From an optimization exercise on the open Yosys and OpenROAD flow, aimed at small area and a short achievable clock period; shortcuts taken in it are not production practice.
The RTL was checked by simulation tests, not by an equivalence proof against the original design.
No activity file was given, so power comes from the tool's default toggle rates.

### flow/flow/run.sh
#!/bin/bash
# The standard layout, with port buffers that are plain buffers and timing
# repair that aims for more setup slack than the clock needs. Make's output
# goes to make.log; ORFS keeps each tool's log under orfs/logs.
set -uo pipefail
cd "$(dirname "$0")/.."
bash standard.sh \
  "BUFFER_PORTS_ARGS=-buffer_cell sky130_fd_sc_hd__buf_2" \
  SETUP_SLACK_MARGIN=11.62 CTS_CLUSTER_SIZE=24 CTS_CLUSTER_DIAMETER=150 PLACE_DENSITY=0.8 REMOVE_ABC_BUFFERS=1 \
  finish > make.log 2>&1
status=$?
cp -r orfs/logs logs_orfs 2>/dev/null
exit $status
### flow/config.mk
export PLATFORM = sky130hd
export DESIGN_NAME = servo_top
export DESIGN_NICKNAME = servo_top
export VERILOG_FILES = /design/flow/design.v
export SDC_FILE = /design/flow/constraint.sdc
export NUM_CORES = 4
export LEC_CHECK = 0
export CAP_MARGIN = 20
export CORE_MARGIN = 2
export CORE_UTILIZATION = 40
export SLEW_MARGIN = 20
### flow/constraint.sdc
create_clock -name core_clock -period 16.0 [get_ports {clk1}]
set_input_delay 3.2000 -clock core_clock [delete_from_list [all_inputs] [get_ports {clk1}]]
set_output_delay 3.2000 -clock core_clock [all_outputs]
set_load 0.01 [all_outputs]
### flow/standard.sh
#!/bin/bash
# synth_recipe.tcl (not shown) runs the flow's synth.tcl, then flattens the netlist and writes it again
# the make line also repeats each setting of config.mk as NAME=value (left out here)
make -C /OpenROAD-flow-scripts/flow DESIGN_CONFIG=/design/flow/config.mk WORK_HOME=/design/flow/orfs CLKGATE_MAP_FILE= SYNTH_SCRIPT=/design/flow/synth_recipe.tcl "${@:-finish}"
### flow/design.v
package servo_pkg;
	localparam int ADC_W = 16;
	localparam int SIGNAL_W = 24;
	localparam int COEF_W = 18;
	localparam int COEF_FRAC = 16;
	localparam int DAC_W = 16;
	localparam int WB_AW = 4;
	localparam int WB_DW = 32;
	localparam logic [WB_DW-1:0] FW_VERSION = 32'h0000_0012;
	typedef enum logic [WB_AW-1:0] {
		REG_VERSION = 4'd0,
		REG_CONTROL = 4'd1,
		REG_A1_0    = 4'd2,
		REG_B0_0    = 4'd3,
		REG_B1_0    = 4'd4,
		REG_A1_1    = 4'd5,
		REG_B0_1    = 4'd6,
		REG_B1_1    = 4'd7
	} reg_addr_e;
endpackage
`timescale 1ns/1ns
module iir_first_order #(
	parameter int ADC_W     = servo_pkg::ADC_W,
	parameter int SIGNAL_W  = servo_pkg::SIGNAL_W,
	parameter int COEF_W    = servo_pkg::COEF_W,
	parameter int COEF_FRAC = servo_pkg::COEF_FRAC
) (
	input  logic                        clk1,
	input  logic                        i_rst_n,
	input  logic                        i_load,
	input  logic                        i_first,
	input  logic                        i_update,
	input  logic                        i_on,
	input  logic signed [COEF_W-1:0]    i_a1,
	input  logic signed [COEF_W-1:0]    i_b0,
	input  logic signed [COEF_W-1:0]    i_b1,
	input  logic signed [ADC_W-1:0]     i_sample,
	output logic signed [SIGNAL_W-1:0]  o_signal
);
	localparam int SW = COEF_W + 1;    
	localparam int AW = 25;            
	localparam int TW = AW + 4;        
	logic [SW-1:0]              sa, sb, sc;
	logic signed [ADC_W-1:0]    x;
	logic signed [ADC_W-1:0]    xp;
	logic [AW-1:0]              acc_s, acc_c;
	logic [3:0]                 low;
	logic ld_on, ld, sh;
	assign ld_on = i_load & i_on;
	assign ld = i_load;
	assign sh = ~i_load;
	always_ff @(posedge clk1) begin
		sa <= ({SW{ld_on}} & {i_a1, 1'b0}) | ({SW{sh}} & {{4{sa[SW-1]}}, sa[SW-1:4]});
		sb <= ({SW{ld_on}} & {i_b0, 1'b0}) | ({SW{ld & ~i_on}} & SW'(1 << (COEF_FRAC + 1)))
			| ({SW{sh}} & {{4{sb[SW-1]}}, sb[SW-1:4]});
		sc <= ({SW{ld_on}} & {i_b1, 1'b0}) | ({SW{sh}} & {{4{sc[SW-1]}}, sc[SW-1:4]});
		x <= ({ADC_W{ld}} & i_sample) | ({ADC_W{sh}} & x);
	end
	logic [2:0] da0, da1, db0, db1, dc0, dc1;    
	function automatic logic [2:0] booth(input logic [2:0] b);
		booth[0] = b[1] ^ b[0];
		booth[1] = b[2] ? (~b[1] & ~b[0]) : (b[1] & b[0]);
		booth[2] = b[2];
	endfunction
	assign da0 = booth(sa[2:0]);
	assign da1 = booth(sa[4:2]);
	assign db0 = booth(sb[2:0]);
	assign db1 = booth(sb[4:2]);
	assign dc0 = booth(sc[2:0]);
	assign dc1 = booth(sc[4:2]);
	function automatic logic [SIGNAL_W:0] pp_y(input logic [2:0] d, input logic [SIGNAL_W-1:0] m);
		logic [SIGNAL_W:0] me;
		logic [SIGNAL_W:0] p;
		me = {m[SIGNAL_W-1], m};
		p = ({(SIGNAL_W+1){d[0]}} & me) | ({(SIGNAL_W+1){d[1]}} & {me[SIGNAL_W-1:0], 1'b0});
		p = p ^ {(SIGNAL_W+1){d[2]}};
		pp_y = {~p[SIGNAL_W], p[SIGNAL_W-1:0]};
	endfunction
	function automatic logic [ADC_W:0] pp_x(input logic [2:0] d, input logic [ADC_W-1:0] m);
		logic [ADC_W:0] me;
		logic [ADC_W:0] p;
		me = {m[ADC_W-1], m};
		p = ({(ADC_W+1){d[0]}} & me) | ({(ADC_W+1){d[1]}} & {me[ADC_W-1:0], 1'b0});
		p = p ^ {(ADC_W+1){d[2]}};
		pp_x = {~p[ADC_W], p[ADC_W-1:0]};
	endfunction
	logic [SIGNAL_W:0] pa0, pa1;
	logic [ADC_W:0]    pb0, pb1, pc0, pc1;
	assign pa0 = pp_y(da0, o_signal);
	assign pa1 = pp_y(da1, o_signal);
	assign pb0 = pp_x(db0, x);
	assign pb1 = pp_x(db1, x);
	assign pc0 = pp_x(dc0, xp);
	assign pc1 = pp_x(dc1, xp);
	logic [AW-1:0] s_in, c_in;
	logic [AW-1:0] s_out, c_out;
	logic [3:0]    low_out;
	assign s_in = i_first ? (AW'(1) << 24) : acc_s;
	assign c_in = i_first ? '0 : acc_c;
	iir_heap heap_i (
		.s_in(s_in),
		.c_in(c_in),
		.pa0(pa0),
		.pa1(pa1),
		.na0(da0[2]),
		.na1(da1[2]),
		.pb0(pb0),
		.pb1(pb1),
		.pc0(pc0),
		.pc1(pc1),
		.nb0(db0[2]),
		.nb1(db1[2]),
		.nc0(dc0[2]),
		.nc1(dc1[2]),
		.o_low(low_out),
		.o_s(s_out),
		.o_c(c_out)
	);
	always_ff @(posedge clk1) begin
		acc_s <= s_out;
		acc_c <= c_out;
		low <= low_out;
	end
	logic [SIGNAL_W-1:0] hi;
	logic [SIGNAL_W+3:0] y_raw;
	logic [SIGNAL_W-1:0] y_sat;
	assign hi = acc_s[SIGNAL_W-1:0] + acc_c[SIGNAL_W-1:0];
	assign y_raw = {hi, low};
	always_comb begin
		if (y_raw[SIGNAL_W+3:SIGNAL_W-1] == {5{y_raw[SIGNAL_W+3]}}) begin
			y_sat = y_raw[SIGNAL_W-1:0];
		end else if (y_raw[SIGNAL_W+3]) begin
			y_sat = {1'b1, {(SIGNAL_W-1){1'b0}}};
		end else begin
			y_sat = {1'b0, {(SIGNAL_W-1){1'b1}}};
		end
	end
	logic up, keep;
	assign up = i_rst_n & i_update;
	assign keep = i_rst_n & ~i_update;
	always_ff @(posedge clk1) begin
		o_signal <= ({SIGNAL_W{up}} & y_sat) | ({SIGNAL_W{keep}} & o_signal);
		xp <= ({ADC_W{up}} & x) | ({ADC_W{keep}} & xp);
	end
endmodule
module iir_heap (
	input  logic [24:0] s_in,
	input  logic [24:0] c_in,
	input  logic [24:0] pa0,
	input  logic [24:0] pa1,
	input  logic na0,
	input  logic na1,
	input  logic [16:0] pb0,
	input  logic [16:0] pb1,
	input  logic [16:0] pc0,
	input  logic [16:0] pc1,
	input  logic nb0,
	input  logic nb1,
	input  logic nc0,
	input  logic nc1,
	output logic [3:0] o_low,
	output logic [24:0] o_s,
	output logic [24:0] o_c
);
	logic h1;
	logic h2;
	logic h3;
	logic h4;
	logic h5;
	logic h6;
	logic h7;
	logic h8;
	logic h9;
	logic h10;
	logic h11;
	logic h12;
	logic h13;
	logic h14;
	logic h15;
	logic h16;
	logic h17;
	logic h18;
	logic h19;
	logic h20;
	logic h21;
	logic h22;
	logic h23;
	logic h24;
	logic h25;
	logic h26;
	logic h27;
	logic h28;
	logic h29;
	logic h30;
	logic h31;
	logic h32;
	logic h33;
	logic h34;
	logic h35;
	logic h36;
	logic h37;
	logic h38;
	logic h39;
	logic h40;
	logic h41;
	logic h42;
	logic h43;
	logic h44;
	logic h45;
	logic h46;
	logic h47;
	logic h48;
	logic h49;
	logic h50;
	logic h51;
	logic h52;
	logic h53;
	logic h54;
	logic h55;
	logic h56;
	logic h57;
	logic h58;
	logic h59;
	logic h60;
	logic h61;
	logic h62;
	logic h63;
	logic h64;
	logic h65;
	logic h66;
	logic h67;
	logic h68;
	logic h69;
	logic h70;
	logic h71;
	logic h72;
	logic h73;
	logic h74;
	logic h75;
	logic h76;
	logic h77;
	logic h78;
	logic h79;
	logic h80;
	logic h81;
	logic h82;
	logic h83;
	logic h84;
	logic h85;
	logic h86;
	logic h87;
	logic h88;
	logic h89;
	logic h90;
	logic h91;
	logic h92;
	logic h93;
	logic h94;
	logic h95;
	logic h96;
	logic h97;
	logic h98;
	logic h99;
	logic h100;
	logic h101;
	logic h102;
	logic h103;
	logic h104;
	logic h105;
	logic h106;
	logic h107;
	logic h108;
	logic h109;
	logic h110;
	logic h111;
	logic h112;
	logic h113;
	logic h114;
	logic h115;
	logic h116;
	logic h117;
	logic h118;
	logic h119;
	logic h120;
	logic h121;
	logic h122;
	logic h123;
	logic h124;
	logic h125;
	logic h126;
	logic h127;
	logic h128;
	logic h129;
	logic h130;
	logic h131;
	logic h132;
	logic h133;
	logic h134;
	logic h135;
	logic h136;
	logic h137;
	logic h138;
	logic h139;
	logic h140;
	logic h141;
	logic h142;
	logic h143;
	logic h144;
	logic h145;
	logic h146;
	logic h147;
	logic h148;
	logic h149;
	logic h150;
	logic h151;
	logic h152;
	logic h153;
	logic h154;
	logic h155;
	logic h156;
	logic h157;
	logic h158;
	logic h159;
	logic h160;
	logic h161;
	logic h162;
	logic h163;
	logic h164;
	logic h165;
	logic h166;
	logic h167;
	logic h168;
	logic h169;
	logic h170;
	logic h171;
	logic h172;
	logic h173;
	logic h174;
	logic h175;
	logic h176;
	logic h177;
	logic h178;
	logic h179;
	logic h180;
	logic h181;
	logic h182;
	logic h183;
	logic h184;
	logic h185;
	logic h186;
	logic h187;
	logic h188;
	logic h189;
	logic h190;
	logic h191;
	logic h192;
	logic h193;
	logic h194;
	logic h195;
	logic h196;
	logic h197;
	logic h198;
	logic h199;
	logic h200;
	logic h201;
	logic h202;
	logic h203;
	logic h204;
	logic h205;
	logic h206;
	logic h207;
	logic h208;
	logic h209;
	logic h210;
	logic h211;
	logic h212;
	logic h213;
	logic h214;
	logic h215;
	logic h216;
	logic h217;
	logic h218;
	logic h219;
	logic h220;
	logic h221;
	logic h222;
	logic h223;
	logic h224;
	logic h225;
	logic h226;
	logic h227;
	logic h228;
	logic h229;
	logic h230;
	logic h231;
	logic h232;
	logic h233;
	logic h234;
	logic h235;
	logic h236;
	logic h237;
	logic h238;
	logic h239;
	logic h240;
	logic h241;
	logic h242;
	logic h243;
	logic h244;
	logic h245;
	logic h246;
	logic h247;
	logic h248;
	logic h249;
	logic h250;
	logic h251;
	logic h252;
	logic h253;
	logic h254;
	logic h255;
	logic h256;
	logic h257;
	logic h258;
	logic h259;
	logic h260;
	logic h261;
	logic h262;
	logic h263;
	logic h264;
	logic h265;
	logic h266;
	logic h267;
	logic h268;
	logic h269;
	logic h270;
	logic h271;
	logic h272;
	logic h273;
	logic h274;
	logic h275;
	logic h276;
	logic h277;
	logic h278;
	logic h279;
	logic h280;
	logic h281;
	logic h282;
	logic h283;
	logic h284;
	logic h285;
	logic h286;
	logic h287;
	logic h288;
	logic h289;
	logic h290;
	assign h1 = c_in[0] ^ s_in[0] ^ na0;
	assign h2 = (c_in[0] & s_in[0]) | (c_in[0] & na0) | (s_in[0] & na0);
	assign h3 = h1 ^ pa0[0];
	assign h4 = h1 & pa0[0];
	assign h5 = c_in[1] ^ s_in[1] ^ h2;
	assign h6 = (c_in[1] & s_in[1]) | (c_in[1] & h2) | (s_in[1] & h2);
	assign h7 = pa0[1] ^ h4 ^ h5;
	assign h8 = (pa0[1] & h4) | (pa0[1] & h5) | (h4 & h5);
	assign h9 = c_in[2] ^ s_in[2] ^ na1;
	assign h10 = (c_in[2] & s_in[2]) | (c_in[2] & na1) | (s_in[2] & na1);
	assign h11 = h9 ^ pa0[2] ^ pa1[0];
	assign h12 = (h9 & pa0[2]) | (h9 & pa1[0]) | (pa0[2] & pa1[0]);
	assign h13 = h6 ^ h11 ^ h8;
	assign h14 = (h6 & h11) | (h6 & h8) | (h11 & h8);
	assign h15 = c_in[3] ^ s_in[3] ^ h10;
	assign h16 = (c_in[3] & s_in[3]) | (c_in[3] & h10) | (s_in[3] & h10);
	assign h17 = pa0[3] ^ pa1[1] ^ h12;
	assign h18 = (pa0[3] & pa1[1]) | (pa0[3] & h12) | (pa1[1] & h12);
	assign h19 = h15 ^ h17 ^ h14;
	assign h20 = (h15 & h17) | (h15 & h14) | (h17 & h14);
	assign h21 = c_in[4] ^ s_in[4] ^ pa0[4];
	assign h22 = (c_in[4] & s_in[4]) | (c_in[4] & pa0[4]) | (s_in[4] & pa0[4]);
	assign h23 = pa1[2] ^ h16 ^ h21;
	assign h24 = (pa1[2] & h16) | (pa1[2] & h21) | (h16 & h21);
	assign h25 = h18 ^ h23;
	assign h26 = h18 & h23;
	assign h27 = c_in[5] ^ s_in[5] ^ pa0[5];
	assign h28 = (c_in[5] & s_in[5]) | (c_in[5] & pa0[5]) | (s_in[5] & pa0[5]);
	assign h29 = pa1[3] ^ h22 ^ h27;
	assign h30 = (pa1[3] & h22) | (pa1[3] & h27) | (h22 & h27);
	assign h31 = h24 ^ h29;
	assign h32 = h24 & h29;
	assign h33 = c_in[6] ^ s_in[6] ^ pa0[6];
	assign h34 = (c_in[6] & s_in[6]) | (c_in[6] & pa0[6]) | (s_in[6] & pa0[6]);
	assign h35 = pa1[4] ^ h28 ^ h33;
	assign h36 = (pa1[4] & h28) | (pa1[4] & h33) | (h28 & h33);
	assign h37 = h30 ^ h35;
	assign h38 = h30 & h35;
	assign h39 = c_in[7] ^ s_in[7] ^ pa0[7];
	assign h40 = (c_in[7] & s_in[7]) | (c_in[7] & pa0[7]) | (s_in[7] & pa0[7]);
	assign h41 = pa1[5] ^ h34 ^ h39;
	assign h42 = (pa1[5] & h34) | (pa1[5] & h39) | (h34 & h39);
	assign h43 = h36 ^ h41;
	assign h44 = h36 & h41;
	assign h45 = c_in[8] ^ s_in[8] ^ nb0;
	assign h46 = (c_in[8] & s_in[8]) | (c_in[8] & nb0) | (s_in[8] & nb0);
	assign h47 = nc0 ^ h45 ^ pa0[8];
	assign h48 = (nc0 & h45) | (nc0 & pa0[8]) | (h45 & pa0[8]);
	assign h49 = pa1[6] ^ pb0[0] ^ pc0[0];
	assign h50 = (pa1[6] & pb0[0]) | (pa1[6] & pc0[0]) | (pb0[0] & pc0[0]);
	assign h51 = h40 ^ h47 ^ h49;
	assign h52 = (h40 & h47) | (h40 & h49) | (h47 & h49);
	assign h53 = h42 ^ h51;
	assign h54 = h42 & h51;
	assign h55 = c_in[9] ^ s_in[9] ^ h46;
	assign h56 = (c_in[9] & s_in[9]) | (c_in[9] & h46) | (s_in[9] & h46);
	assign h57 = pa0[9] ^ pa1[7] ^ pb0[1];
	assign h58 = (pa0[9] & pa1[7]) | (pa0[9] & pb0[1]) | (pa1[7] & pb0[1]);
	assign h59 = pc0[1] ^ h48 ^ h50;
	assign h60 = (pc0[1] & h48) | (pc0[1] & h50) | (h48 & h50);
	assign h61 = h55 ^ h57 ^ h52;
	assign h62 = (h55 & h57) | (h55 & h52) | (h57 & h52);
	assign h63 = h59 ^ h54;
	assign h64 = h59 & h54;
	assign h65 = c_in[10] ^ s_in[10] ^ nb1;
	assign h66 = (c_in[10] & s_in[10]) | (c_in[10] & nb1) | (s_in[10] & nb1);
	assign h67 = nc1 ^ h65 ^ pa0[10];
	assign h68 = (nc1 & h65) | (nc1 & pa0[10]) | (h65 & pa0[10]);
	assign h69 = pa1[8] ^ pb0[2] ^ pb1[0];
	assign h70 = (pa1[8] & pb0[2]) | (pa1[8] & pb1[0]) | (pb0[2] & pb1[0]);
	assign h71 = pc0[2] ^ pc1[0] ^ h56;
	assign h72 = (pc0[2] & pc1[0]) | (pc0[2] & h56) | (pc1[0] & h56);
	assign h73 = h58 ^ h67 ^ h69;
	assign h74 = (h58 & h67) | (h58 & h69) | (h67 & h69);
	assign h75 = h60 ^ h71 ^ h73;
	assign h76 = (h60 & h71) | (h60 & h73) | (h71 & h73);
	assign h77 = h62 ^ h64;
	assign h78 = h62 & h64;
	assign h79 = c_in[11] ^ s_in[11] ^ h66;
	assign h80 = (c_in[11] & s_in[11]) | (c_in[11] & h66) | (s_in[11] & h66);
	assign h81 = pa0[11] ^ pa1[9] ^ pb0[3];
	assign h82 = (pa0[11] & pa1[9]) | (pa0[11] & pb0[3]) | (pa1[9] & pb0[3]);
	assign h83 = pb1[1] ^ pc0[3] ^ pc1[1];
	assign h84 = (pb1[1] & pc0[3]) | (pb1[1] & pc1[1]) | (pc0[3] & pc1[1]);
	assign h85 = h68 ^ h70 ^ h79;
	assign h86 = (h68 & h70) | (h68 & h79) | (h70 & h79);
	assign h87 = h81 ^ h83 ^ h72;
	assign h88 = (h81 & h83) | (h81 & h72) | (h83 & h72);
	assign h89 = h74 ^ h85 ^ h87;
	assign h90 = (h74 & h85) | (h74 & h87) | (h85 & h87);
	assign h91 = h76 ^ h78;
	assign h92 = h76 & h78;
	assign h93 = c_in[12] ^ s_in[12] ^ pa0[12];
	assign h94 = (c_in[12] & s_in[12]) | (c_in[12] & pa0[12]) | (s_in[12] & pa0[12]);
	assign h95 = pa1[10] ^ pb0[4] ^ pb1[2];
	assign h96 = (pa1[10] & pb0[4]) | (pa1[10] & pb1[2]) | (pb0[4] & pb1[2]);
	assign h97 = pc0[4] ^ pc1[2] ^ h80;
	assign h98 = (pc0[4] & pc1[2]) | (pc0[4] & h80) | (pc1[2] & h80);
	assign h99 = h82 ^ h84 ^ h93;
	assign h100 = (h82 & h84) | (h82 & h93) | (h84 & h93);
	assign h101 = h95 ^ h86 ^ h97;
	assign h102 = (h95 & h86) | (h95 & h97) | (h86 & h97);
	assign h103 = h99 ^ h88 ^ h101;
	assign h104 = (h99 & h88) | (h99 & h101) | (h88 & h101);
	assign h105 = h90 ^ h103;
	assign h106 = h90 & h103;
	assign h107 = c_in[13] ^ s_in[13] ^ pa0[13];
	assign h108 = (c_in[13] & s_in[13]) | (c_in[13] & pa0[13]) | (s_in[13] & pa0[13]);
	assign h109 = pa1[11] ^ pb0[5] ^ pb1[3];
	assign h110 = (pa1[11] & pb0[5]) | (pa1[11] & pb1[3]) | (pb0[5] & pb1[3]);
	assign h111 = pc0[5] ^ pc1[3] ^ h94;
	assign h112 = (pc0[5] & pc1[3]) | (pc0[5] & h94) | (pc1[3] & h94);
	assign h113 = h96 ^ h107 ^ h109;
	assign h114 = (h96 & h107) | (h96 & h109) | (h107 & h109);
	assign h115 = h98 ^ h100 ^ h111;
	assign h116 = (h98 & h100) | (h98 & h111) | (h100 & h111);
	assign h117 = h113 ^ h102 ^ h115;
	assign h118 = (h113 & h102) | (h113 & h115) | (h102 & h115);
	assign h119 = h104 ^ h117;
	assign h120 = h104 & h117;
	assign h121 = c_in[14] ^ s_in[14] ^ pa0[14];
	assign h122 = (c_in[14] & s_in[14]) | (c_in[14] & pa0[14]) | (s_in[14] & pa0[14]);
	assign h123 = pa1[12] ^ pb0[6] ^ pb1[4];
	assign h124 = (pa1[12] & pb0[6]) | (pa1[12] & pb1[4]) | (pb0[6] & pb1[4]);
	assign h125 = pc0[6] ^ pc1[4] ^ h108;
	assign h126 = (pc0[6] & pc1[4]) | (pc0[6] & h108) | (pc1[4] & h108);
	assign h127 = h110 ^ h121 ^ h123;
	assign h128 = (h110 & h121) | (h110 & h123) | (h121 & h123);
	assign h129 = h112 ^ h114 ^ h125;
	assign h130 = (h112 & h114) | (h112 & h125) | (h114 & h125);
	assign h131 = h127 ^ h116 ^ h129;
	assign h132 = (h127 & h116) | (h127 & h129) | (h116 & h129);
	assign h133 = h118 ^ h131;
	assign h134 = h118 & h131;
	assign h135 = c_in[15] ^ s_in[15] ^ pa0[15];
	assign h136 = (c_in[15] & s_in[15]) | (c_in[15] & pa0[15]) | (s_in[15] & pa0[15]);
	assign h137 = pa1[13] ^ pb0[7] ^ pb1[5];
	assign h138 = (pa1[13] & pb0[7]) | (pa1[13] & pb1[5]) | (pb0[7] & pb1[5]);
	assign h139 = pc0[7] ^ pc1[5] ^ h122;
	assign h140 = (pc0[7] & pc1[5]) | (pc0[7] & h122) | (pc1[5] & h122);
	assign h141 = h124 ^ h135 ^ h137;
	assign h142 = (h124 & h135) | (h124 & h137) | (h135 & h137);
	assign h143 = h126 ^ h128 ^ h139;
	assign h144 = (h126 & h128) | (h126 & h139) | (h128 & h139);
	assign h145 = h141 ^ h130 ^ h143;
	assign h146 = (h141 & h130) | (h141 & h143) | (h130 & h143);
	assign h147 = h132 ^ h145;
	assign h148 = h132 & h145;
	assign h149 = c_in[16] ^ s_in[16] ^ pa0[16];
	assign h150 = (c_in[16] & s_in[16]) | (c_in[16] & pa0[16]) | (s_in[16] & pa0[16]);
	assign h151 = pa1[14] ^ pb0[8] ^ pb1[6];
	assign h152 = (pa1[14] & pb0[8]) | (pa1[14] & pb1[6]) | (pb0[8] & pb1[6]);
	assign h153 = pc0[8] ^ pc1[6] ^ h136;
	assign h154 = (pc0[8] & pc1[6]) | (pc0[8] & h136) | (pc1[6] & h136);
	assign h155 = h138 ^ h149 ^ h151;
	assign h156 = (h138 & h149) | (h138 & h151) | (h149 & h151);
	assign h157 = h140 ^ h142 ^ h153;
	assign h158 = (h140 & h142) | (h140 & h153) | (h142 & h153);
	assign h159 = h155 ^ h144 ^ h157;
	assign h160 = (h155 & h144) | (h155 & h157) | (h144 & h157);
	assign h161 = h146 ^ h159;
	assign h162 = h146 & h159;
	assign h163 = c_in[17] ^ s_in[17] ^ pa0[17];
	assign h164 = (c_in[17] & s_in[17]) | (c_in[17] & pa0[17]) | (s_in[17] & pa0[17]);
	assign h165 = pa1[15] ^ pb0[9] ^ pb1[7];
	assign h166 = (pa1[15] & pb0[9]) | (pa1[15] & pb1[7]) | (pb0[9] & pb1[7]);
	assign h167 = pc0[9] ^ pc1[7] ^ h150;
	assign h168 = (pc0[9] & pc1[7]) | (pc0[9] & h150) | (pc1[7] & h150);
	assign h169 = h152 ^ h163 ^ h165;
	assign h170 = (h152 & h163) | (h152 & h165) | (h163 & h165);
	assign h171 = h154 ^ h156 ^ h167;
	assign h172 = (h154 & h156) | (h154 & h167) | (h156 & h167);
	assign h173 = h169 ^ h158 ^ h171;
	assign h174 = (h169 & h158) | (h169 & h171) | (h158 & h171);
	assign h175 = h160 ^ h173;
	assign h176 = h160 & h173;
	assign h177 = c_in[18] ^ s_in[18] ^ pa0[18];
	assign h178 = (c_in[18] & s_in[18]) | (c_in[18] & pa0[18]) | (s_in[18] & pa0[18]);
	assign h179 = pa1[16] ^ pb0[10] ^ pb1[8];
	assign h180 = (pa1[16] & pb0[10]) | (pa1[16] & pb1[8]) | (pb0[10] & pb1[8]);
	assign h181 = pc0[10] ^ pc1[8] ^ h164;
	assign h182 = (pc0[10] & pc1[8]) | (pc0[10] & h164) | (pc1[8] & h164);
	assign h183 = h166 ^ h177 ^ h179;
	assign h184 = (h166 & h177) | (h166 & h179) | (h177 & h179);
	assign h185 = h168 ^ h170 ^ h181;
	assign h186 = (h168 & h170) | (h168 & h181) | (h170 & h181);
	assign h187 = h183 ^ h172 ^ h185;
	assign h188 = (h183 & h172) | (h183 & h185) | (h172 & h185);
	assign h189 = h174 ^ h187;
	assign h190 = h174 & h187;
	assign h191 = c_in[19] ^ s_in[19] ^ pa0[19];
	assign h192 = (c_in[19] & s_in[19]) | (c_in[19] & pa0[19]) | (s_in[19] & pa0[19]);
	assign h193 = pa1[17] ^ pb0[11] ^ pb1[9];
	assign h194 = (pa1[17] & pb0[11]) | (pa1[17] & pb1[9]) | (pb0[11] & pb1[9]);
	assign h195 = pc0[11] ^ pc1[9] ^ h178;
	assign h196 = (pc0[11] & pc1[9]) | (pc0[11] & h178) | (pc1[9] & h178);
	assign h197 = h180 ^ h191 ^ h193;
	assign h198 = (h180 & h191) | (h180 & h193) | (h191 & h193);
	assign h199 = h182 ^ h184 ^ h195;
	assign h200 = (h182 & h184) | (h182 & h195) | (h184 & h195);
	assign h201 = h197 ^ h186 ^ h199;
	assign h202 = (h197 & h186) | (h197 & h199) | (h186 & h199);
	assign h203 = h188 ^ h201;
	assign h204 = h188 & h201;
	assign h205 = c_in[20] ^ s_in[20] ^ pa0[20];
	assign h206 = (c_in[20] & s_in[20]) | (c_in[20] & pa0[20]) | (s_in[20] & pa0[20]);
	assign h207 = pa1[18] ^ pb0[12] ^ pb1[10];
	assign h208 = (pa1[18] & pb0[12]) | (pa1[18] & pb1[10]) | (pb0[12] & pb1[10]);
	assign h209 = pc0[12] ^ pc1[10] ^ h192;
	assign h210 = (pc0[12] & pc1[10]) | (pc0[12] & h192) | (pc1[10] & h192);
	assign h211 = h194 ^ h205 ^ h207;
	assign h212 = (h194 & h205) | (h194 & h207) | (h205 & h207);
	assign h213 = h196 ^ h198 ^ h209;
	assign h214 = (h196 & h198) | (h196 & h209) | (h198 & h209);
	assign h215 = h211 ^ h200 ^ h213;
	assign h216 = (h211 & h200) | (h211 & h213) | (h200 & h213);
	assign h217 = h202 ^ h215;
	assign h218 = h202 & h215;
	assign h219 = c_in[21] ^ s_in[21] ^ pa0[21];
	assign h220 = (c_in[21] & s_in[21]) | (c_in[21] & pa0[21]) | (s_in[21] & pa0[21]);
	assign h221 = pa1[19] ^ pb0[13] ^ pb1[11];
	assign h222 = (pa1[19] & pb0[13]) | (pa1[19] & pb1[11]) | (pb0[13] & pb1[11]);
	assign h223 = pc0[13] ^ pc1[11] ^ h206;
	assign h224 = (pc0[13] & pc1[11]) | (pc0[13] & h206) | (pc1[11] & h206);
	assign h225 = h208 ^ h219 ^ h221;
	assign h226 = (h208 & h219) | (h208 & h221) | (h219 & h221);
	assign h227 = h210 ^ h212 ^ h223;
	assign h228 = (h210 & h212) | (h210 & h223) | (h212 & h223);
	assign h229 = h225 ^ h214 ^ h227;
	assign h230 = (h225 & h214) | (h225 & h227) | (h214 & h227);
	assign h231 = h216 ^ h229;
	assign h232 = h216 & h229;
	assign h233 = c_in[22] ^ s_in[22] ^ pa0[22];
	assign h234 = (c_in[22] & s_in[22]) | (c_in[22] & pa0[22]) | (s_in[22] & pa0[22]);
	assign h235 = pa1[20] ^ pb0[14] ^ pb1[12];
	assign h236 = (pa1[20] & pb0[14]) | (pa1[20] & pb1[12]) | (pb0[14] & pb1[12]);
	assign h237 = pc0[14] ^ pc1[12] ^ h220;
	assign h238 = (pc0[14] & pc1[12]) | (pc0[14] & h220) | (pc1[12] & h220);
	assign h239 = h222 ^ h233 ^ h235;
	assign h240 = (h222 & h233) | (h222 & h235) | (h233 & h235);
	assign h241 = h224 ^ h226 ^ h237;
	assign h242 = (h224 & h226) | (h224 & h237) | (h226 & h237);
	assign h243 = h239 ^ h228 ^ h241;
	assign h244 = (h239 & h228) | (h239 & h241) | (h228 & h241);
	assign h245 = h230 ^ h243;
	assign h246 = h230 & h243;
	assign h247 = c_in[23] ^ s_in[23] ^ pa0[23];
	assign h248 = (c_in[23] & s_in[23]) | (c_in[23] & pa0[23]) | (s_in[23] & pa0[23]);
	assign h249 = pa1[21] ^ pb0[15] ^ pb1[13];
	assign h250 = (pa1[21] & pb0[15]) | (pa1[21] & pb1[13]) | (pb0[15] & pb1[13]);
	assign h251 = pc0[15] ^ pc1[13] ^ h234;
	assign h252 = (pc0[15] & pc1[13]) | (pc0[15] & h234) | (pc1[13] & h234);
	assign h253 = h236 ^ h247 ^ h249;
	assign h254 = (h236 & h247) | (h236 & h249) | (h247 & h249);
	assign h255 = h238 ^ h240 ^ h251;
	assign h256 = (h238 & h240) | (h238 & h251) | (h240 & h251);
	assign h257 = h253 ^ h242 ^ h255;
	assign h258 = (h253 & h242) | (h253 & h255) | (h242 & h255);
	assign h259 = h244 ^ h257;
	assign h260 = h244 & h257;
	assign h261 = c_in[24] ^ s_in[24] ^ pa0[24];
	assign h262 = (c_in[24] & s_in[24]) | (c_in[24] & pa0[24]) | (s_in[24] & pa0[24]);
	assign h263 = pa1[22] ^ pb0[16] ^ pb1[14];
	assign h264 = (pa1[22] & pb0[16]) | (pa1[22] & pb1[14]) | (pb0[16] & pb1[14]);
	assign h265 = pc0[16] ^ pc1[14] ^ h248;
	assign h266 = (pc0[16] & pc1[14]) | (pc0[16] & h248) | (pc1[14] & h248);
	assign h267 = h250 ^ h261 ^ h263;
	assign h268 = (h250 & h261) | (h250 & h263) | (h261 & h263);
	assign h269 = h252 ^ h254 ^ h265;
	assign h270 = (h252 & h254) | (h252 & h265) | (h254 & h265);
	assign h271 = h267 ^ h256 ^ h269;
	assign h272 = (h267 & h256) | (h267 & h269) | (h256 & h269);
	assign h273 = h258 ^ h271;
	assign h274 = h258 & h271;
	assign h275 = pa1[23] ^ pb1[15] ^ pc1[15];
	assign h276 = (pa1[23] & pb1[15]) | (pa1[23] & pc1[15]) | (pb1[15] & pc1[15]);
	assign h277 = h262 ^ h264 ^ h275;
	assign h278 = (h262 & h264) | (h262 & h275) | (h264 & h275);
	assign h279 = h266 ^ h268 ^ h277;
	assign h280 = (h266 & h268) | (h266 & h277) | (h268 & h277);
	assign h281 = h270 ^ h279 ^ h272;
	assign h282 = (h270 & h279) | (h270 & h272) | (h279 & h272);
	assign h283 = pa1[24] ^ pb1[16] ^ pc1[16];
	assign h284 = (pa1[24] & pb1[16]) | (pa1[24] & pc1[16]) | (pb1[16] & pc1[16]);
	assign h285 = h276 ^ h283 ^ h278;
	assign h286 = (h276 & h283) | (h276 & h278) | (h283 & h278);
	assign h287 = h280 ^ h285;
	assign h288 = h280 & h285;
	assign h289 = h284 ^ h286;
	assign h290 = h284 & h286;
	assign o_low[0] = h3;
	assign o_low[1] = h7;
	assign o_low[2] = h13;
	assign o_low[3] = h19;
	assign o_s[0] = h25;
	assign o_c[0] = h20;
	assign o_s[1] = h26;
	assign o_c[1] = h31;
	assign o_s[2] = h32;
	assign o_c[2] = h37;
	assign o_s[3] = h38;
	assign o_c[3] = h43;
	assign o_s[4] = h44;
	assign o_c[4] = h53;
	assign o_s[5] = h61;
	assign o_c[5] = h63;
	assign o_s[6] = h75;
	assign o_c[6] = h77;
	assign o_s[7] = h89;
	assign o_c[7] = h91;
	assign o_s[8] = h92;
	assign o_c[8] = h105;
	assign o_s[9] = h106;
	assign o_c[9] = h119;
	assign o_s[10] = h120;
	assign o_c[10] = h133;
	assign o_s[11] = h134;
	assign o_c[11] = h147;
	assign o_s[12] = h148;
	assign o_c[12] = h161;
	assign o_s[13] = h162;
	assign o_c[13] = h175;
	assign o_s[14] = h176;
	assign o_c[14] = h189;
	assign o_s[15] = h190;
	assign o_c[15] = h203;
	assign o_s[16] = h204;
	assign o_c[16] = h217;
	assign o_s[17] = h218;
	assign o_c[17] = h231;
	assign o_s[18] = h232;
	assign o_c[18] = h245;
	assign o_s[19] = h246;
	assign o_c[19] = h259;
	assign o_s[20] = h260;
	assign o_c[20] = h273;
	assign o_s[21] = h274;
	assign o_c[21] = h281;
	assign o_s[22] = h287;
	assign o_c[22] = h282;
	assign o_s[23] = h288;
	assign o_c[23] = h289;
	assign o_s[24] = h290;
	assign o_c[24] = 1'b0;
endmodule
`timescale 1ns/1ns
module channel_diff #(
	parameter int SIGNAL_W = servo_pkg::SIGNAL_W,
	parameter int DAC_W    = servo_pkg::DAC_W
) (
	input  logic                        clk1,
	input  logic signed [SIGNAL_W-1:0]  i_sig0,
	input  logic signed [SIGNAL_W-1:0]  i_sig1,
	output logic signed [SIGNAL_W-1:0]  o_error,
	output logic signed [DAC_W-1:0]     o_dac_word
);
	localparam logic signed [SIGNAL_W-1:0] SIG_MAX = {1'b0, {(SIGNAL_W-1){1'b1}}};
	localparam logic signed [SIGNAL_W-1:0] SIG_MIN = {1'b1, {(SIGNAL_W-1){1'b0}}};
	logic signed [SIGNAL_W:0]   diff;
	logic signed [SIGNAL_W-1:0] diff_sat;
	assign diff = i_sig0 - i_sig1;
	always_comb begin
		if (diff[SIGNAL_W] == diff[SIGNAL_W-1]) begin
			diff_sat = diff[SIGNAL_W-1:0];
		end else if (diff[SIGNAL_W]) begin
			diff_sat = SIG_MIN;
		end else begin
			diff_sat = SIG_MAX;
		end
	end
	always_ff @(posedge clk1) begin
		o_error <= diff_sat;
	end
	assign o_dac_word = o_error[SIGNAL_W-1 -: DAC_W];
endmodule
`timescale 1ns/1ns
module servo_regs #(
	parameter int COEF_W = servo_pkg::COEF_W
) (
	input  logic                          clk1,
	input  logic                          i_rst_n,
	input  logic                          i_wb_cyc,
	input  logic                          i_wb_stb,
	input  logic                          i_wb_we,
	input  logic [servo_pkg::WB_AW-1:0]   i_wb_adr,
	input  logic [servo_pkg::WB_DW-1:0]   i_wb_dat,
	output logic [servo_pkg::WB_DW-1:0]   o_wb_dat,
	output logic                          o_wb_ack,
	output logic                          o_filt_on0,
	output logic                          o_filt_on1,
	output logic signed [COEF_W-1:0]      o_a1_0,
	output logic signed [COEF_W-1:0]      o_b0_0,
	output logic signed [COEF_W-1:0]      o_b1_0,
	output logic signed [COEF_W-1:0]      o_a1_1,
	output logic signed [COEF_W-1:0]      o_b0_1,
	output logic signed [COEF_W-1:0]      o_b1_1,
	output logic [1:0]                    o_afe_gain0,
	output logic [1:0]                    o_afe_gain1
);
	logic                      wb_new;
	logic                      wr;
	logic [1:0]                on_q;
	logic [3:0]                gain_q;
	logic signed [COEF_W-1:0]  a1_0_q, b0_0_q, b1_0_q, a1_1_q, b0_1_q, b1_1_q;
	logic [COEF_W-1:0]         rd_lo;
	logic                      rd_hi;
	logic [COEF_W-1:0]         rd_lo_q;
	logic                      rd_hi_q;
	assign wb_new = i_wb_cyc & i_wb_stb & ~o_wb_ack;
	assign wr = wb_new & i_wb_we;
	always_ff @(posedge clk1 or negedge i_rst_n) begin
		if (!i_rst_n) begin
			o_wb_ack <= 1'b0;
			gain_q <= '0;
		end else begin
			o_wb_ack <= wb_new;
			if (wr && i_wb_adr == 4'd1) gain_q <= i_wb_dat[5:2];
		end
	end
	logic [6:0] ld, hold;
	always_comb begin
		for (int i = 0; i < 7; i++) begin
			ld[i] = i_rst_n & wr & (i_wb_adr == 4'(i + 1));
			hold[i] = i_rst_n & ~(wr & (i_wb_adr == 4'(i + 1)));
		end
	end
	always_ff @(posedge clk1) begin
		on_q <= ({2{ld[0]}} & i_wb_dat[1:0]) | ({2{hold[0]}} & on_q);
		a1_0_q <= ({COEF_W{ld[1]}} & i_wb_dat[COEF_W-1:0]) | ({COEF_W{hold[1]}} & a1_0_q);
		b0_0_q <= ({COEF_W{ld[2]}} & i_wb_dat[COEF_W-1:0]) | ({COEF_W{hold[2]}} & b0_0_q);
		b1_0_q <= ({COEF_W{ld[3]}} & i_wb_dat[COEF_W-1:0]) | ({COEF_W{hold[3]}} & b1_0_q);
		a1_1_q <= ({COEF_W{ld[4]}} & i_wb_dat[COEF_W-1:0]) | ({COEF_W{hold[4]}} & a1_1_q);
		b0_1_q <= ({COEF_W{ld[5]}} & i_wb_dat[COEF_W-1:0]) | ({COEF_W{hold[5]}} & b0_1_q);
		b1_1_q <= ({COEF_W{ld[6]}} & i_wb_dat[COEF_W-1:0]) | ({COEF_W{hold[6]}} & b1_1_q);
	end
	always_comb begin
		rd_lo = '0;
		rd_hi = 1'b0;
		case (i_wb_adr)
			4'd0: rd_lo = COEF_W'(servo_pkg::FW_VERSION);
			4'd1: rd_lo = COEF_W'({gain_q, on_q});
			4'd2: begin rd_lo = a1_0_q; rd_hi = a1_0_q[COEF_W-1]; end
			4'd3: begin rd_lo = b0_0_q; rd_hi = b0_0_q[COEF_W-1]; end
			4'd4: begin rd_lo = b1_0_q; rd_hi = b1_0_q[COEF_W-1]; end
			4'd5: begin rd_lo = a1_1_q; rd_hi = a1_1_q[COEF_W-1]; end
			4'd6: begin rd_lo = b0_1_q; rd_hi = b0_1_q[COEF_W-1]; end
			4'd7: begin rd_lo = b1_1_q; rd_hi = b1_1_q[COEF_W-1]; end
			default: begin
			end
		endcase
	end
	always_ff @(posedge clk1) begin
		rd_lo_q <= rd_lo;
		rd_hi_q <= rd_hi;
	end
	assign o_wb_dat = {{(servo_pkg::WB_DW-COEF_W){rd_hi_q}}, rd_lo_q};
	assign o_filt_on0 = on_q[0];
	assign o_filt_on1 = on_q[1];
	assign o_a1_0 = a1_0_q;
	assign o_b0_0 = b0_0_q;
	assign o_b1_0 = b1_0_q;
	assign o_a1_1 = a1_1_q;
	assign o_b0_1 = b0_1_q;
	assign o_b1_1 = b1_1_q;
	assign o_afe_gain0 = ~gain_q[1:0];
	assign o_afe_gain1 = ~gain_q[3:2];
endmodule
`timescale 1ns/1ns
module servo_top #(
	parameter int ADC_W     = servo_pkg::ADC_W,
	parameter int SIGNAL_W  = servo_pkg::SIGNAL_W,
	parameter int COEF_W    = servo_pkg::COEF_W,
	parameter int COEF_FRAC = servo_pkg::COEF_FRAC,
	parameter int DAC_W     = servo_pkg::DAC_W
) (
	input  logic                          clk1,
	input  logic                          i_rst_n,
	input  logic                          i_wb_cyc,
	input  logic                          i_wb_stb,
	input  logic                          i_wb_we,
	input  logic [servo_pkg::WB_AW-1:0]   i_wb_adr,
	input  logic [servo_pkg::WB_DW-1:0]   i_wb_dat,
	output logic [servo_pkg::WB_DW-1:0]   o_wb_dat,
	output logic                          o_wb_ack,
	input  logic signed [ADC_W-1:0]       i_adc0,
	input  logic signed [ADC_W-1:0]       i_adc1,
	input  logic                          i_sample_valid,
	output logic signed [DAC_W-1:0]       o_dac_word,
	output logic                          o_dac_valid,
	output logic signed [SIGNAL_W-1:0]    o_error,
	output logic [1:0]                    o_afe_gain0,
	output logic [1:0]                    o_afe_gain1
);
	logic                       filt_on0;
	logic                       filt_on1;
	logic signed [COEF_W-1:0]   a1_0;
	logic signed [COEF_W-1:0]   b0_0;
	logic signed [COEF_W-1:0]   b1_0;
	logic signed [COEF_W-1:0]   a1_1;
	logic signed [COEF_W-1:0]   b0_1;
	logic signed [COEF_W-1:0]   b1_1;
	servo_regs #(
		.COEF_W(COEF_W)
	) regs_i (
		.clk1(clk1),
		.i_rst_n(i_rst_n),
		.i_wb_cyc(i_wb_cyc),
		.i_wb_stb(i_wb_stb),
		.i_wb_we(i_wb_we),
		.i_wb_adr(i_wb_adr),
		.i_wb_dat(i_wb_dat),
		.o_wb_dat(o_wb_dat),
		.o_wb_ack(o_wb_ack),
		.o_filt_on0(filt_on0),
		.o_filt_on1(filt_on1),
		.o_a1_0(a1_0),
		.o_b0_0(b0_0),
		.o_b1_0(b1_0),
		.o_a1_1(a1_1),
		.o_b0_1(b0_1),
		.o_b1_1(b1_1),
		.o_afe_gain0(o_afe_gain0),
		.o_afe_gain1(o_afe_gain1)
	);
	logic [2:0] step;
	always_ff @(posedge clk1 or negedge i_rst_n) begin
		if (!i_rst_n) begin
			step <= '0;
			o_dac_valid <= 1'b0;
		end else begin
			step <= (step == 3'd0) ? {2'b00, i_sample_valid} : step + 3'd1;
			o_dac_valid <= (step == 3'd7);
		end
	end
	logic load, first, update;
	assign load = (step == 3'd0);
	assign first = (step == 3'd1);
	assign update = (step == 3'd6);
	logic signed [SIGNAL_W-1:0] sig0;
	logic signed [SIGNAL_W-1:0] sig1;
	iir_first_order #(
		.ADC_W(ADC_W),
		.SIGNAL_W(SIGNAL_W),
		.COEF_W(COEF_W),
		.COEF_FRAC(COEF_FRAC)
	) iir0_i (
		.clk1(clk1),
		.i_rst_n(i_rst_n),
		.i_load(load),
		.i_first(first),
		.i_update(update),
		.i_on(filt_on0),
		.i_a1(a1_0),
		.i_b0(b0_0),
		.i_b1(b1_0),
		.i_sample(i_adc0),
		.o_signal(sig0)
	);
	iir_first_order #(
		.ADC_W(ADC_W),
		.SIGNAL_W(SIGNAL_W),
		.COEF_W(COEF_W),
		.COEF_FRAC(COEF_FRAC)
	) iir1_i (
		.clk1(clk1),
		.i_rst_n(i_rst_n),
		.i_load(load),
		.i_first(first),
		.i_update(update),
		.i_on(filt_on1),
		.i_a1(a1_1),
		.i_b0(b0_1),
		.i_b1(b1_1),
		.i_sample(i_adc1),
		.o_signal(sig1)
	);
	channel_diff #(
		.SIGNAL_W(SIGNAL_W),
		.DAC_W(DAC_W)
	) diff_i (
		.clk1(clk1),
		.i_sig0(sig0),
		.i_sig1(sig1),
		.o_error(o_error),
		.o_dac_word(o_dac_word)
	);
endmodule
==> run notes, run 1 <==
status=no timing/DRC/antenna violations; number of antenna-violating nets in the routed design=0; H-tree depth=1; Layout area overhead=7.603%; RR Startpoint=iir0_i.sb[2]; post-layout util=0.4326; largest net degree at the start of global routing=109; Finished Cell Area=0.03269 mm²; die height=279.6 µm; Buffers on Ports=137; final slew viol count=0; first-pass GRT wire length=119600 µm; Syn Inst Count=3104; antenna violations before repair=8; Buf/Inv on CP=2; WL per Instance=around 18 µm; drt pass-1 iters=9; Setup TNS=0 ps; Tcrit/Tclk final=0.2789; achievable clock frequency=224.1 MHz; Synthesis Warnings=4; vias in the first global route=between 20000 and 25000; Post-synth top cells=453 x dfxtp_1, 349 x nand2_1, 299 x inv_1; initial core utilization=0.4020; Core Area=about 0.076 mm²; Rows=101; cell total after placement=4044; Total Routed Length=74810 µm; Num CTS Buffers=24; crit-path cells=inv_2, buf_6; IO Count=152; min-delay worst type=flip-flop to flip-flop; Cell Area, Synth=0.03038 mm²; CP max stage delay=slightly above 400 ps; Hold Vio Cnt, Final=0; CP Launch Type=flip-flop; Cells on Worst Hold Path=2; Worst setup EP type=output port; skew final=21.38 ps; fraction of layout cells with a size suffix above 1=0.1007; Largest delay share family, worst path=flip-flops; area of the die=0.07817 mm²; Via Count=between 20000 and 25000; total grt overflow=0; Layout Nets=3573; reg2reg path depth=12; final-report setup violation count=0; clock sinks=just under 500; final hold slack=422.2 ps; top cell type's share of synthesized area=0.2985; Clock Tree Root=clkbuf_16; Clock transition at path regs=roughly 100 ps; clock latency (worst-skew pair)=610 ps; TritonCTS clock tree=built; dominant cell type by area after synthesis=dfxtp_1; Critical Path RT=around 13000 ps; DR iter-0 viols=between 2000 and 3000; CP Capture Point=o_afe_gain0[0]; DR vias/cell=5.599; Reg-to-Reg End=iir0_i.acc_c[11]; CP Max Fanout=2; PD cells=146.3 mW/mm²; Slew HR=0.4370; asr flop ratio synth=0.01822; Worst path depth=2; GRT Total Usage=0.1875; clock buffer depth=3; final non-filler cell total=slightly above 4000; crit path time final=4462 ps; post-DP HPWL=about 56000 µm; die width=279.6 µm; synth unique cells=78; arrival time at the worst endpoint=1260 ps; critical path's slowest cell=dfrtp_1; Worst Setup Path Type=flip-flop to output port; sequential fraction of the synthesis area=0.3376; LEAKAGE=0.01361 µW; R2R Setup Slk=11740 ps; routability congestion estimate=0.9028; Mean Syn Cell Area=9.787 µm²; CTS Hold Bufs=0; Critical Path Source=regs_i.gain_q[0]; count leader, synth=dfxtp_1; number of synthesized register bits=494; drc violations=0; unrepaired setup endpoints after global routing=true; main area contributors after synthesis=dfxtp_1 30%, fa_1 16%, xnor2_1 7.7%; worst slew pin tran=844.5 ps; Placed Area=about 0.032 mm²; prevailing post-synth register cell=dfxtp_1; Max Cap Viol=0; Post-synth EDFFs=32; Max VDD drop=170.8 µV
## layer usage
metal  part of all wire  track usage  up-vias
li1                   -            -    10520
met1               0.41       0.2504    11290
met4              0.025      0.04648       12
met5             0.0011            0        -
met3              0.078      0.02460      133
met2               0.49       0.3209      988
## registers in the layout, summed over array words and instances, names as in the netlist, 18 cells and up, named ones only
name	flops
iir0_i.acc_s	25
iir1_i.acc_s	25
diff_i.o_error	24
iir0_i.acc_c	24
iir0_i.o_signal	24
iir1_i.acc_c	24
iir1_i.o_signal	24
iir0_i.sa	19
iir0_i.sb	19
iir0_i.sc	19
iir1_i.sa	19
iir1_i.sb	19
iir1_i.sc	19
regs_i.a1_0_q	18
regs_i.a1_1_q	18
regs_i.b0_0_q	18
regs_i.b0_1_q	18
regs_i.b1_0_q	18
regs_i.b1_1_q	18
regs_i.rd_lo_q	18
## timing repair
action | CTS | global route
pin swaps | 1 | 2
endpoints found under the setup margin | 228 | 186
resized for setup | 38 | 25
buffers inserted | 5 | 8
cloned | 1 | 1
## worst min path at each step
| stage | startpoint | slack (ps) | end |
|---|---|---|---|
| 2_1_floorplan | iir0_i.sa[14] | 390 | iir0_i.sa[10] |
| 3_3_place_gp | iir0_i.sa[11] | 390 | iir0_i.sa[7] |
| 3_5_place_dp | iir1_i.sa[5] | 400 | iir1_i.sa[1] |
| 4_1_cts | iir1_i.sb[6] | 410 | iir1_i.sb[2] |
| 5_1_grt | iir1_i.sa[13] | 430 | iir1_i.sa[9] |
| 6_report | iir1_i.sa[8] | 420 | iir1_i.sa[4] |
## kinds of logic after synthesis
group	after synthesis	synth area share
AO/OA/AOI/OAI	720	0.1773
XOR/XNOR	300	0.08674
adder cells (fa/ha/maj)	400	0.2241
buffers and inverters	512	0.06866
flip-flops	494	0.3376
multiplexers	22	0.008031
AND/OR/NAND/NOR	656	0.09761
## worst min-delay path, stage by stage (launching register included)
cell and delay, ps:
dfxtp_1 310, nand2_1 50, nand2_1 40
## per-stage QoR
stage | setup slack, ps | power, µW
after global placement | 9977 | 3929
after global routing | 11490 | 5094
after floorplan | 7658 | 3243
after CTS | 11440 | 4733
final | 11540 | 4781
after detailed placement | 9899 | 4017
## report_power, final
group	switching [µW]	leakage [µW]	internal, µW
Clock	413	0.000327	285
Combinational	1520	0.00919	914
Sequential	176	0.00410	1480
## layout make-up
type / instances / area (µm²)
fill: 7026 / 42880
timing repair buffer: 178 / 1086
clock inverter: 2 / 41.29
inverter: 309 / 1177
multi-input combinational: 2100 / 18240
tap: 978 / 1224
sequential: 494 / 10280
antenna: 1 / 2.502
clock buffer: 36 / 645.6
## cell usage in the layout (no fill, tap or decap), drive strengths merged, types with 19 or more instances in the layout
master and count:
ha 149, buf 176, a21oi 110, and2 68, dfxtp 453, inv 308
a22o 145, nand2b 20, mux2 19, a21o 22, edfxtp 32, nand2 350
clkbuf 38, nand3 107, nor2 56, o21ai 57, a22oi 298, fa 243
xnor2 267, xor2 33
==> run 2, diff against run 1 <==
--- a/flow/flow/run.sh
+++ b/flow/flow/run.sh
@@ -8,3 +8,3 @@
   "BUFFER_PORTS_ARGS=-buffer_cell sky130_fd_sc_hd__buf_2" \
-  SETUP_SLACK_MARGIN=11.62 CTS_CLUSTER_SIZE=24 CTS_CLUSTER_DIAMETER=150 PLACE_DENSITY=0.8 REMOVE_ABC_BUFFERS=1 \
+  SETUP_SLACK_MARGIN=11.62 CTS_CLUSTER_SIZE=20 CTS_CLUSTER_DIAMETER=150 PLACE_DENSITY=0.8 \
   finish > make.log 2>&1
==> run 2 against run 1 <==
Critical path depth did not move. First-iteration DRC count down 13%. Clock-buffer cell count up 3. Core utilization up 0.28 points. Total power decreased by 0.39%. Register-to-register slack improved by 20 ps. Routed wire length fell by 0.25%. Setup slack lost 7.1 ps. Sequential cell count unchanged. Sequential power about the same. Fmax is 0.16% lower. Critical path type unchanged. Critical endpoint unchanged. Largest cell class unchanged. Largest power group unchanged. Highest routed layer unchanged.
==> run notes, run 2 <==
die width=279.6 µm; LEAKAGE=roughly 0.014 µW; Tcrit/Tclk final=0.2793; Placed Area=0.03172 mm²; Critical Path RT=12800 ps; Hold Vio Cnt, Final=0; worst slew pin tran=1101 ps; antenna violations before repair=10; commonest non-fill, non-tap cell in the layout=dfxtp_1; die height=279.6 µm; Finished Cell Area=0.03290 mm²; Mean Syn Cell Area=9.787 µm²; WL per Instance=18.18 µm; M1 GR Usage=0.2480; dominant cell type by area after synthesis=dfxtp_1; cell total after placement=4039; Clock Tree Root=clkbuf_16; Clock transition at path regs=90 ps; CP Max Fanout=2; synth unique cells=78; Top Registers=iir0_i.acc_s: 25 flops, iir1_i.acc_s: 25 flops; Buffers on Ports=about 140; Synthesis Warnings=4; crit-path cells=inv_2, buf_6; final non-filler cell total=~4100; crit path time final=about 4500 ps; Int Power=2721 µW; fraction of layout cells with a size suffix above 1=0.1063; sequential fraction of the synthesis area=0.3376; GR Util met2=0.3222; Slew HR=0.2616; H-tree depth=1; drt pass-1 iters=8; post-DP HPWL=about 56000 µm; largest net degree at the start of global routing=66; Clock power frac=0.157; Sw Pwr=about 2000 µW; Worst Setup Path Type=flip-flop to output port; Num CTS Buffers=28; clock sinks=between 400 and 500; prevailing post-synth register cell=dfxtp_1; number of antenna-violating nets in the routed design=0; clock buffer depth=3; area of the die=0.07817 mm²; vias in the first global route=22590; grt peak-use layer=met2; CP Launch Type=flip-flop; final-report setup violation count=0; final slew viol count=0; Largest delay share family, worst path=flip-flops; DR iter-0 viols=2204; status=no timing/DRC/antenna violations; final hold slack=approximately 420 ps; total grt overflow=0; Layout Nets=approximately 3600; number of synthesized register bits=just under 500; min-delay worst type=flip-flop to flip-flop; first-pass GRT wire length=roughly 120000 µm; CP max stage delay=410 ps; Max Cap Viol=0; Rows=~100; Post-synth EDFFs=32; IO Count=152; DR vias/cell=5.550; asr flop ratio synth=0.01822; Total Routed Length=74630 µm; initial core utilization=0.4020; GRT Total Usage=0.1896; switch share=0.4287; most frequent cells in the layout=444 x dfxtp_1, 347 x nand2_1, 294 x inv_1, 277 x a22oi_1, 267 x xnor2_1; skew final=approximately 53 ps; main area contributors after synthesis=dfxtp_1 30%, fa_1 16%, xnor2_1 7.7%; achievable clock frequency=223.8 MHz; Buf/Inv on CP=2; arrival time at the worst endpoint=about 1300 ps; met3 Use GR=0.03153; Layout area overhead=8.312%; CTS Hold Bufs=0; critical path's slowest cell=dfrtp_1; Syn Inst Count=3104; routability congestion estimate=0.8971; top cell type's share of synthesized area=0.2985; post-layout util=0.4354; Worst setup EP type=output port; Comb power frac=0.494; count leader, synth=dfxtp_1; unrepaired setup endpoints after global routing=true; drc violations=0; PD cells=144.7 mW/mm²; TritonCTS clock tree=built; share of power burned in registers=0.349; Cell Area, Synth=between 0.03 and 0.04 mm²; Setup TNS=0 ps; Via Count=22790; Core Area=0.07557 mm²; clock latency (worst-skew pair)=640 ps; Post-synth top cells=453 x dfxtp_1, 349 x nand2_1, 299 x inv_1; Max VDD drop=148.7 µV
[run 2: final cells by class]
type	instances	area, µm²
Fill cell	7005	42670
Multi-Input combinational cell	2100	18290
Sequential cell	494	10290
Tap cell	978	1224
Inverter	309	1175
Timing Repair Buffer	180	1135
Clock buffer	39	742.0
Clock inverter	2	38.79
Antenna cell	4	10.01
[run 2: power groups by stage]
| stage | registers [µW] | logic, µW | clock network [µW] |
|---|---|---|---|
| 2_1_floorplan | 1630 | 1710 | 0 |
| 6_report | 1660 | 2350 | 748 |
| 3_3_place_gp | 1670 | 2200 | 0 |
| 3_5_place_dp | 1680 | 2270 | 0 |
| 4_1_cts | 1650 | 2310 | 762 |
| 5_1_grt | 1680 | 2620 | 802 |
[run 2: routing by layer]
| layer | routed length (µm) | part of all wire |
|---|---|---|
| met1 | 30410 | 0.41 |
| met2 | 36100 | 0.48 |
| met3 | 5968 | 0.080 |
| met4 | 2056 | 0.028 |
| met5 | 92 | 0.0012 |
[run 2: cells by family after synthesis]
kind of cell / after synthesis / share of synthesized area
and+or+nand+nor: 656 / 0.09761
AOI/OAI and AO/OA: 720 / 0.1773
buffers and inverters: 512 / 0.06866
xor gates and xnor gates: 300 / 0.08674
DFF: 494 / 0.3376
muxes: 22 / 0.008031
adders and majority gates: 400 / 0.2241
[run 2: worst paths after layout]
path / start / end / slack, ps / cells after the start
setup / recovery: regs_i.gain_q[0] / o_afe_gain0[0] / 11530 / 2
hold / removal: iir0_i.sb[8] / iir0_i.sb[4] / 420 / 2
setup reg to reg: iir0_i.sa[2] / iir0_i.acc_c[14] / 11760 / 13
max in group asynchronous: i_rst_n / o_dac_valid / 13270 / 1
min in group asynchronous: i_rst_n / regs_i.gain_q[0] / 2460 / 1
hold reg to reg: iir0_i.sb[8] / iir0_i.sb[4] / 420 / 2
[run 2: through the flow]
stage	power [µW]	worst slack, ps
after CTS	4730	11510
after floorplan	3336	11510
final	4763	11530
after global routing	5104	11520
after detailed placement	3946	9841
after global placement	3872	10000
[run 2: tightest hold or removal path, stage by stage (launching register included)]
cell and delay [ps]:
dfxtp_1 310, nand2_1 40, nand2_1 40
[run 2: repair_timing]
item / in CTS / in global routing
endpoints found under the setup margin: 241 / 103
pin swaps: 2 / 0
cloned: 1 / 1
setup buffers: 15 / 5
resized for setup: 51 / 16
==> run 3, diff against run 2 <==
--- a/flow/design.v
+++ b/flow/design.v
@@ -37,3 +37,6 @@
 	input  logic signed [ADC_W-1:0]     i_sample,
-	output logic signed [SIGNAL_W-1:0]  o_signal
+	output logic signed [SIGNAL_W-1:0]  o_signal,
+	input  logic                        i_park,
+	input  logic [SIGNAL_W-1:0]         i_park_val,
+	output logic [SIGNAL_W-1:0]         o_park
 );
@@ -47,13 +50,18 @@
 	logic [3:0]                 low;
-	logic ld_on, ld, sh;
+	logic ld_on, ld, sh, pk;
+	logic [SW-1:0] pk_a, pk_b;
 	assign ld_on = i_load & i_on;
 	assign ld = i_load;
-	assign sh = ~i_load;
+	assign sh = ~i_load & ~i_park;
+	assign pk = i_park;
+	assign pk_a = {i_park_val[2*(SW-7)-1:SW-7], 7'd0};
+	assign pk_b = {i_park_val[SW-8:0], 7'd0};
 	always_ff @(posedge clk1) begin
-		sa <= ({SW{ld_on}} & {i_a1, 1'b0}) | ({SW{sh}} & {{4{sa[SW-1]}}, sa[SW-1:4]});
+		sa <= ({SW{ld_on}} & {i_a1, 1'b0}) | ({SW{pk}} & pk_a) | ({SW{sh}} & {{4{sa[SW-1]}}, sa[SW-1:4]});
 		sb <= ({SW{ld_on}} & {i_b0, 1'b0}) | ({SW{ld & ~i_on}} & SW'(1 << (COEF_FRAC + 1)))
-			| ({SW{sh}} & {{4{sb[SW-1]}}, sb[SW-1:4]});
+			| ({SW{pk}} & pk_b) | ({SW{sh}} & {{4{sb[SW-1]}}, sb[SW-1:4]});
 		sc <= ({SW{ld_on}} & {i_b1, 1'b0}) | ({SW{sh}} & {{4{sc[SW-1]}}, sc[SW-1:4]});
-		x <= ({ADC_W{ld}} & i_sample) | ({ADC_W{sh}} & x);
+		x <= ({ADC_W{ld}} & i_sample) | ({ADC_W{~ld}} & x);
 	end
+	assign o_park = {sa[SW-1:7], sb[SW-1:7]};
 	logic [2:0] da0, da1, db0, db1, dc0, dc1;    
@@ -804,7 +812,5 @@
 ) (
-	input  logic                        clk1,
 	input  logic signed [SIGNAL_W-1:0]  i_sig0,
 	input  logic signed [SIGNAL_W-1:0]  i_sig1,
-	output logic signed [SIGNAL_W-1:0]  o_error,
-	output logic signed [DAC_W-1:0]     o_dac_word
+	output logic signed [SIGNAL_W-1:0]  o_error_d
 );
@@ -824,6 +830,3 @@
 	end
-	always_ff @(posedge clk1) begin
-		o_error <= diff_sat;
-	end
-	assign o_dac_word = o_error[SIGNAL_W-1 -: DAC_W];
+	assign o_error_d = diff_sat;
 endmodule
@@ -988,3 +991,3 @@
 	end
-	logic load, first, update;
+	logic load, first, update, park;
 	assign load = (step == 3'd0);
@@ -992,4 +995,6 @@
 	assign update = (step == 3'd6);
+	assign park = (step == 3'd7);
 	logic signed [SIGNAL_W-1:0] sig0;
 	logic signed [SIGNAL_W-1:0] sig1;
+	logic signed [SIGNAL_W-1:0] err_d;
 	iir_first_order #(
@@ -1010,3 +1015,6 @@
 		.i_sample(i_adc0),
-		.o_signal(sig0)
+		.o_signal(sig0),
+		.i_park(park),
+		.i_park_val(err_d),
+		.o_park(o_error)
 	);
@@ -1028,3 +1036,6 @@
 		.i_sample(i_adc1),
-		.o_signal(sig1)
+		.o_signal(sig1),
+		.i_park(1'b0),
+		.i_park_val('0),
+		.o_park()
 	);
@@ -1034,8 +1045,7 @@
 	) diff_i (
-		.clk1(clk1),
 		.i_sig0(sig0),
 		.i_sig1(sig1),
-		.o_error(o_error),
-		.o_dac_word(o_dac_word)
+		.o_error_d(err_d)
 	);
+	assign o_dac_word = o_error[SIGNAL_W-1 -: DAC_W];
 endmodule
==> run 3 against run 2 <==
Sequential power increased by 6%. Routed wire length rose by 7.0%. Clock power decreased by 5.2%. Non-clock buffer count did not move. Clock skew fell by 28 ps. Worst hold slack got worse by 2.8 ps. Fmax rose by 2.0%. Global-route usage is 1.1 points higher. Sequential share of layout area fell by 0.69 points. Via count up 0.17%. Combinational power increased by 78%. Largest cell class unchanged. Largest power group unchanged. Highest routed layer is now met4.
==> run notes, run 3 <==
status=no timing/DRC/antenna violations; largest family of logic cells by synthesized area=adder cells; TritonCTS clock tree=built; CP Launch Type=flip-flop; clock sinks=470; final-report setup violation count=0; XOR/XNOR Fraction of Synth Area=0.08697; commonest non-fill, non-tap cell in the layout=dfxtp_1; most frequent cells in the layout=400 x dfxtp_1, 296 x inv_1, 267 x a22oi_1, 258 x xnor2_1, 243 x fa_1; fraction of layout cells with a size suffix above 1=0.1144; first-pass GRT wire length=124700 µm; sequential fraction of the synthesis area=0.3268; DR iter-0 viols=2361; vias in the first global route=around 22000; initial core utilization=0.4031; count leader, synth=dfxtp_1; Critical Path RT=12800 ps; prevailing post-synth register cell=dfxtp_1; final slew viol count=0; achievable clock frequency=228.2 MHz; Buffers on Ports=137; die height=277.5 µm; Clock transition at path regs=approximately 90 ps; total grt overflow=0; Cells on Worst Hold Path=2; Total Routed Length=79820 µm; Layout area overhead=7.488%; skew final=24.15 ps; Comb power frac=0.629; IO Count=roughly 150; pre-CTS setup slack=a little over 10000 ps; dominant cell type by area after synthesis=dfxtp_1; Synth Area in Adders=0.2256; WL per Instance=20.20 µm; switch share=0.4732; LEAKAGE=0.01340 µW; number of antenna-violating nets in the routed design=0; WHS Endpoint=iir1_i.sa[4]; Worst Setup Path Type=flip-flop to output port; Core Area=0.07420 mm²; main area contributors after synthesis=dfxtp_1 29%, fa_1 16%, xnor2_1 7.6%; Int Power=3502 µW; Tcrit/Tclk final=0.2739; Via Count=approximately 23000; Layout Nets=roughly 3400; worst slew pin tran=~890 ps; crit path time final=4382 ps; routability congestion estimate=0.9109; asr flop ratio synth=0.01915; drc violations=0; R2R Setup Slk=11740 ps; H-tree depth=1; post-synthesis mux area share=0.008826; Buf/Inv on CP=2; Final WS setup=11620 ps; drt pass-1 iters=8; CP Max Fanout=2; Reg-to-Reg End=iir0_i.acc_c[9]; Worst setup EP type=output port; Clock Tree Root=clkbuf_16; Syn Inst Count=around 3000; Post-synth EDFFs=32; Hold Vio Cnt, Final=0; unrepaired setup endpoints after global routing=true; Hold Crit Start=iir1_i.sa[8]; die width=277.5 µm; min-delay worst type=flip-flop to flip-flop; Synthesis Warnings=4; Mean Syn Cell Area=10.01 µm²; CP max stage delay=410 ps; post-DP HPWL=58590 µm; Cell Area, Synth=0.02991 mm²; antenna violations before repair=2; RR Startpoint=iir0_i.sc[2]; Max Cap Viol=0; largest net degree at the start of global routing=81; number of synthesized register bits=470; clock latency (worst-skew pair)=600 ps; Sw Pwr=3145 µW; Rows=100; Synth Area in Compound Gates=0.1942; Setup TNS=0 ps; Clock power frac=0.107; Num CTS Buffers=27; GRT Total Usage=0.2006; Slew HR=0.4092; Top Registers=iir0_i.acc_s: 25 flops, iir1_i.acc_s: 25 flops; Max VDD drop=154.2 µV; Post-synth top cells=429 x dfxtp_1, 301 x inv_1, 267 x a22oi_1; reg2reg path depth=13; clock buffer depth=3; area of the die=0.07698 mm²; PD cells=206.7 mW/mm²; share of power burned in registers=0.264; synth unique cells=85; crit-path cells=inv_1, buf_2; Post-Synth Simple-Gate Area=0.08140; arrival time at the worst endpoint=1180 ps; DR vias/cell=around 5.8; Ant. Diodes=0; top cell type's share of synthesized area=0.2871
==> run 3: changes by cell type after synthesis, moves of 25 or more <==
cell     previous run  this run
a21oi_1           109        72
nand3_1           106        68
buf_4              30        57
a22o_1            144       169
a221o_1             0        43
nand2_1           349       228
==> run 3: worst max path at each step <==
stage,to,depth (start not counted),from,slack [ps]
2_1_floorplan,regs_i.b1_0_q[10],8,i_wb_adr[3],11460
3_3_place_gp,iir0_i.o_signal[3],6,i_rst_n,10220
3_5_place_dp,iir0_i.o_signal[5],6,i_rst_n,10130
4_1_cts,iir1_i.acc_c[8],14,step[0],11550
5_1_grt,o_afe_gain0[0],2,regs_i.gain_q[0],11560
6_report,o_afe_gain0[0],2,regs_i.gain_q[0],11620
==> run 3: power by group through the flow <==
| stage | clock (µW) | combinational (µW) | sequential, µW |
|---|---|---|---|
| 2_1_floorplan | 0 | 3120 | 1640 |
| 3_3_place_gp | 0 | 3940 | 1760 |
| 3_5_place_dp | 0 | 4080 | 1760 |
| 4_1_cts | 717 | 4130 | 1750 |
| 5_1_grt | 758 | 4750 | 1770 |
| 6_report | 709 | 4180 | 1760 |
==> run 3: timing repair <==
| action | in CTS | in global routing |
|---|---|---|
| hold buffers | 0 | 0 |
| gates resized for setup | 61 | 17 |
| pin swaps | 3 | 2 |
| cloned | 0 | 3 |
| endpoints found under the setup margin | 302 | 157 |
| setup buffers | 10 | 11 |
==> run 3: cells by family after synthesis <==
| group | Yosys count |
|---|---|
| AOI/OAI and AO/OA | 763 |
| buffers and inverters | 536 |
| and+or+nand+nor | 503 |
| DFF | 470 |
| adders and majority gates | 394 |
| xor gates and xnor gates | 297 |
| muxes | 24 |
==> run 3: layout make-up <==
cell class	instances	area (µm²)
fill	6866	42050
timing repair buffer	180	1062
clock buffer	35	705.7
clock inverter	2	20.02
tap	969	1212
multi-input combinational	1984	18150
inverter	311	1174
sequential	470	9828
==> run 3: through the flow <==
step	instance area (µm²)	utilization	power, µW	hold slack (ps)	cells
final	32150	0.4333	6647	414.2	3951
after global routing	32150	0.4333	7279	417.7	3951
after CTS	31970	0.4309	6596	411.3	3937
after detailed placement	31020	0.4181	5840	399.3	3890
after global placement	31020	0.4181	5698	396.6	3890
after floorplan	30250	-	4761	391.8	2987
==> run 3: routing by layer <==
layer | global-route usage | share of wire | vias up
li1 | - | - | 10230
met1 | 0.2577 | 0.40 | 11270
met3 | 0.02409 | 0.079 | 194
met4 | 0.08096 | 0.043 | 0
met2 | 0.3427 | 0.48 | 1134
met5 | 0 | 0 | -
==> run 3: worst reg2reg max path, stage by stage (launching register included) <==
cell	delay, ps
dfxtp_1	310
buf_4	220
inv_2	250
ha_1	270
mux2_2	410
a22oi_1	260
xnor2_1	120
fa_1	480
fa_1	400
inv_1	100
fa_1	460
fa_1	540
inv_1	40
ha_1	290
